Context: an optimization exercise on an open-source flow, tuned for a short achievable clock period and few clock cycles. The choices shown serve that exercise and are no tape-out recipe. The RTL was checked by simulation tests, not by an equivalence proof against the original design. Power is estimated from default activity; no workload was simulated.

// rv_core
module rv_core (
	input wire logic clk,
	input wire logic rst,
	input wire logic start,
	output logic done,
	input wire logic prog_we,
	input rv_core_pkg::pc_t prog_addr,
	input rv_core_pkg::word_t prog_data,
	input rv_core_pkg::reg_idx_t dbg_addr,
	output rv_core_pkg::word_t dbg_data,
	output rv_core_pkg::pc_t pc
);
Settings: LEC_CHECK=0, CAP_MARGIN=20, CELL_PAD_IN_SITES_DETAIL_PLACEMENT=1, CELL_PAD_IN_SITES_GLOBAL_PLACEMENT=2, CORE_MARGIN=2, CORE_UTILIZATION=35, PLACE_DENSITY=0.55, SETUP_SLACK_MARGIN=4.5, SLEW_MARGIN=20; clock period 10.0 ns.
run.sh (not shown) runs the stock make flow with config.mk's settings and CLKGATE_MAP_FILE= SYNTH_SCRIPT=/design/flow/synth_recipe.tcl, a recipe that flattens the netlist after the stock synthesis.
The starting point completed without violations.
Testbench counts at the start, summed over its fixed seeds: cycles 7,287.
Next try:
==> flow/flow/run.sh (new file) <==
#!/bin/bash
# Layout flow: the standard ORFS flow (standard.sh, unchanged synthesis
# script and steps) with a longer don't-use list. Besides the platform's own
# don't-use cells it bars the slow stacked-PMOS NOR/OR cells (nor3, nor4,
# or3, or4 and the o2111ai/o311ai/o41ai compounds), which otherwise end up in the
# debug read path that limits the clock period.
set -euo pipefail
here=$(pwd)
platform_dont_use="sky130_fd_sc_hd__probe_p_8 sky130_fd_sc_hd__probec_p_8 sky130_fd_sc_hd__lpflow_bleeder_1 sky130_fd_sc_hd__lpflow_clkbufkapwr_1 sky130_fd_sc_hd__lpflow_clkbufkapwr_16 sky130_fd_sc_hd__lpflow_clkbufkapwr_2 sky130_fd_sc_hd__lpflow_clkbufkapwr_4 sky130_fd_sc_hd__lpflow_clkbufkapwr_8 sky130_fd_sc_hd__lpflow_clkinvkapwr_1 sky130_fd_sc_hd__lpflow_clkinvkapwr_16 sky130_fd_sc_hd__lpflow_clkinvkapwr_2 sky130_fd_sc_hd__lpflow_clkinvkapwr_4 sky130_fd_sc_hd__lpflow_clkinvkapwr_8 sky130_fd_sc_hd__lpflow_decapkapwr_12 sky130_fd_sc_hd__lpflow_decapkapwr_3 sky130_fd_sc_hd__lpflow_decapkapwr_4 sky130_fd_sc_hd__lpflow_decapkapwr_6 sky130_fd_sc_hd__lpflow_decapkapwr_8 sky130_fd_sc_hd__lpflow_inputiso0n_1 sky130_fd_sc_hd__lpflow_inputiso0p_1 sky130_fd_sc_hd__lpflow_inputiso1n_1 sky130_fd_sc_hd__lpflow_inputiso1p_1 sky130_fd_sc_hd__lpflow_inputisolatch_1 sky130_fd_sc_hd__lpflow_isobufsrc_1 sky130_fd_sc_hd__lpflow_isobufsrc_16 sky130_fd_sc_hd__lpflow_isobufsrc_2 sky130_fd_sc_hd__lpflow_isobufsrc_4 sky130_fd_sc_hd__lpflow_isobufsrc_8 sky130_fd_sc_hd__lpflow_isobufsrckapwr_16 sky130_fd_sc_hd__lpflow_lsbuf_lh_hl_isowell_tap_1 sky130_fd_sc_hd__lpflow_lsbuf_lh_hl_isowell_tap_2 sky130_fd_sc_hd__lpflow_lsbuf_lh_hl_isowell_tap_4 sky130_fd_sc_hd__lpflow_lsbuf_lh_isowell_4 sky130_fd_sc_hd__lpflow_lsbuf_lh_isowell_tap_1 sky130_fd_sc_hd__lpflow_lsbuf_lh_isowell_tap_2 sky130_fd_sc_hd__lpflow_lsbuf_lh_isowell_tap_4"
extra_dont_use="sky130_fd_sc_hd__nor3_* sky130_fd_sc_hd__nor4_* sky130_fd_sc_hd__nor3b_* sky130_fd_sc_hd__nor4b_* sky130_fd_sc_hd__or4_* sky130_fd_sc_hd__or4b_* sky130_fd_sc_hd__or4bb_* sky130_fd_sc_hd__o2111ai_* sky130_fd_sc_hd__o311ai_* sky130_fd_sc_hd__o41ai_* sky130_fd_sc_hd__or3_* sky130_fd_sc_hd__or3b_*"
bash standard.sh "DONT_USE_CELLS=$platform_dont_use $extra_dont_use" finish > "$here/standard_flow.log" 2>&1
==> flow/standard.sh (new file) <==
#!/bin/bash
# synth_recipe.tcl (not shown) runs the flow's synth.tcl, then flattens the netlist and writes it again
# the make line also repeats each setting of config.mk as NAME=value (left out here)
make -C /OpenROAD-flow-scripts/flow DESIGN_CONFIG=/design/flow/config.mk WORK_HOME=/design/flow/orfs CLKGATE_MAP_FILE= SYNTH_SCRIPT=/design/flow/synth_recipe.tcl "${@:-finish}"
CORE_UTILIZATION = 42   (was 35)
PLACE_DENSITY = 0.6   (was 0.55)
SETUP_SLACK_MARGIN = 5   (was 4.5)
removed: flow/run.sh
What happened:
- With this change the flow ran to the end with violations: capacitance limit
- total power goes down by 4.1%
- fmax goes up by 1.9%
- critical path depth goes up by 1
- area after synthesis goes up by 0.70%
- register-to-register slack gets better by 0.18 ns
- core utilization goes up by 8.2 points
- synthesized cell count goes down by 1.0%
- final cell count goes down by 5.4%
- via count goes up by 2.7%
Next try:
==> flow/flow/run.sh (replaced) <==
#!/bin/bash
# Layout flow: the standard ORFS flow (standard.sh, unchanged synthesis
# script and steps) with a longer don't-use list. Besides the platform's own
# don't-use cells it bars the slow stacked-PMOS NOR/OR cells (nor3, nor4,
# or4 and the o2111ai/o311ai/o41ai compounds), which otherwise end up in the
# debug read path that limits the clock period.
set -euo pipefail
here=$(pwd)
platform_dont_use="sky130_fd_sc_hd__probe_p_8 sky130_fd_sc_hd__probec_p_8 sky130_fd_sc_hd__lpflow_bleeder_1 sky130_fd_sc_hd__lpflow_clkbufkapwr_1 sky130_fd_sc_hd__lpflow_clkbufkapwr_16 sky130_fd_sc_hd__lpflow_clkbufkapwr_2 sky130_fd_sc_hd__lpflow_clkbufkapwr_4 sky130_fd_sc_hd__lpflow_clkbufkapwr_8 sky130_fd_sc_hd__lpflow_clkinvkapwr_1 sky130_fd_sc_hd__lpflow_clkinvkapwr_16 sky130_fd_sc_hd__lpflow_clkinvkapwr_2 sky130_fd_sc_hd__lpflow_clkinvkapwr_4 sky130_fd_sc_hd__lpflow_clkinvkapwr_8 sky130_fd_sc_hd__lpflow_decapkapwr_12 sky130_fd_sc_hd__lpflow_decapkapwr_3 sky130_fd_sc_hd__lpflow_decapkapwr_4 sky130_fd_sc_hd__lpflow_decapkapwr_6 sky130_fd_sc_hd__lpflow_decapkapwr_8 sky130_fd_sc_hd__lpflow_inputiso0n_1 sky130_fd_sc_hd__lpflow_inputiso0p_1 sky130_fd_sc_hd__lpflow_inputiso1n_1 sky130_fd_sc_hd__lpflow_inputiso1p_1 sky130_fd_sc_hd__lpflow_inputisolatch_1 sky130_fd_sc_hd__lpflow_isobufsrc_1 sky130_fd_sc_hd__lpflow_isobufsrc_16 sky130_fd_sc_hd__lpflow_isobufsrc_2 sky130_fd_sc_hd__lpflow_isobufsrc_4 sky130_fd_sc_hd__lpflow_isobufsrc_8 sky130_fd_sc_hd__lpflow_isobufsrckapwr_16 sky130_fd_sc_hd__lpflow_lsbuf_lh_hl_isowell_tap_1 sky130_fd_sc_hd__lpflow_lsbuf_lh_hl_isowell_tap_2 sky130_fd_sc_hd__lpflow_lsbuf_lh_hl_isowell_tap_4 sky130_fd_sc_hd__lpflow_lsbuf_lh_isowell_4 sky130_fd_sc_hd__lpflow_lsbuf_lh_isowell_tap_1 sky130_fd_sc_hd__lpflow_lsbuf_lh_isowell_tap_2 sky130_fd_sc_hd__lpflow_lsbuf_lh_isowell_tap_4"
extra_dont_use="sky130_fd_sc_hd__nor3_* sky130_fd_sc_hd__nor4_* sky130_fd_sc_hd__nor3b_* sky130_fd_sc_hd__nor4b_* sky130_fd_sc_hd__or4_* sky130_fd_sc_hd__or4b_* sky130_fd_sc_hd__or4bb_* sky130_fd_sc_hd__o2111ai_* sky130_fd_sc_hd__o311ai_* sky130_fd_sc_hd__o41ai_*"
bash standard.sh "DONT_USE_CELLS=$platform_dont_use $extra_dont_use" finish > "$here/standard_flow.log" 2>&1
CORE_UTILIZATION = 35   (was 42)
PLACE_DENSITY = 0.55   (was 0.6)
Outcome: Now the flow completed without violations. Wire length rises by 3.5%. Worst setup slack is worse by 0.014 ns. Final area is about the same. Clock-buffer cell count rises by 31. Register-to-register slack is worse by 0.03 ns. Clock power rises by about 3.5%. Non-clock buffer count falls by 40. Final cell count rises by about 4.5%. Total power rises by about 1.5%. Clock skew falls by 0.049 ns.

==> what the ideal ports hide <==
The results above use ideal ports. As a check the final layouts listed here were re-extracted and re-timed, cells and wires unchanged.
Step 1, drivers: a clkbuf_16 drives clk and a buf_2 each remaining input, both assumed.
Step 2, shift: input delay + t, output delay - t, t = (earliest + latest rising clock arrival at the registers) / 2. This alone moves slack from input paths to output paths.
Slacks: ideal ports / drivers / drivers and shift; pairs: ideal ports / drivers.
run | t, ns | setup slack, ns | worst hold slack (ns) | worst setup path after step 2 | pins driven straight from the clock port
the first run | 1.014 | 3.775 / 3.657 / 3.657 | 0.361 / 0.361 / 0.361 | input to output | 1
the second run | 1.030 | 3.889 / 3.820 / 3.820 | 0.357 / 0.357 / 0.357 | input to output | 1
the third run | 1.052 | 3.875 / 3.718 / 3.718 | 0.390 / 0.390 / 0.390 | input to output | 1
For the third run, which loses most, drivers alone change the setup slack by -0.157 ns; drivers and shift together by -0.157 ns.
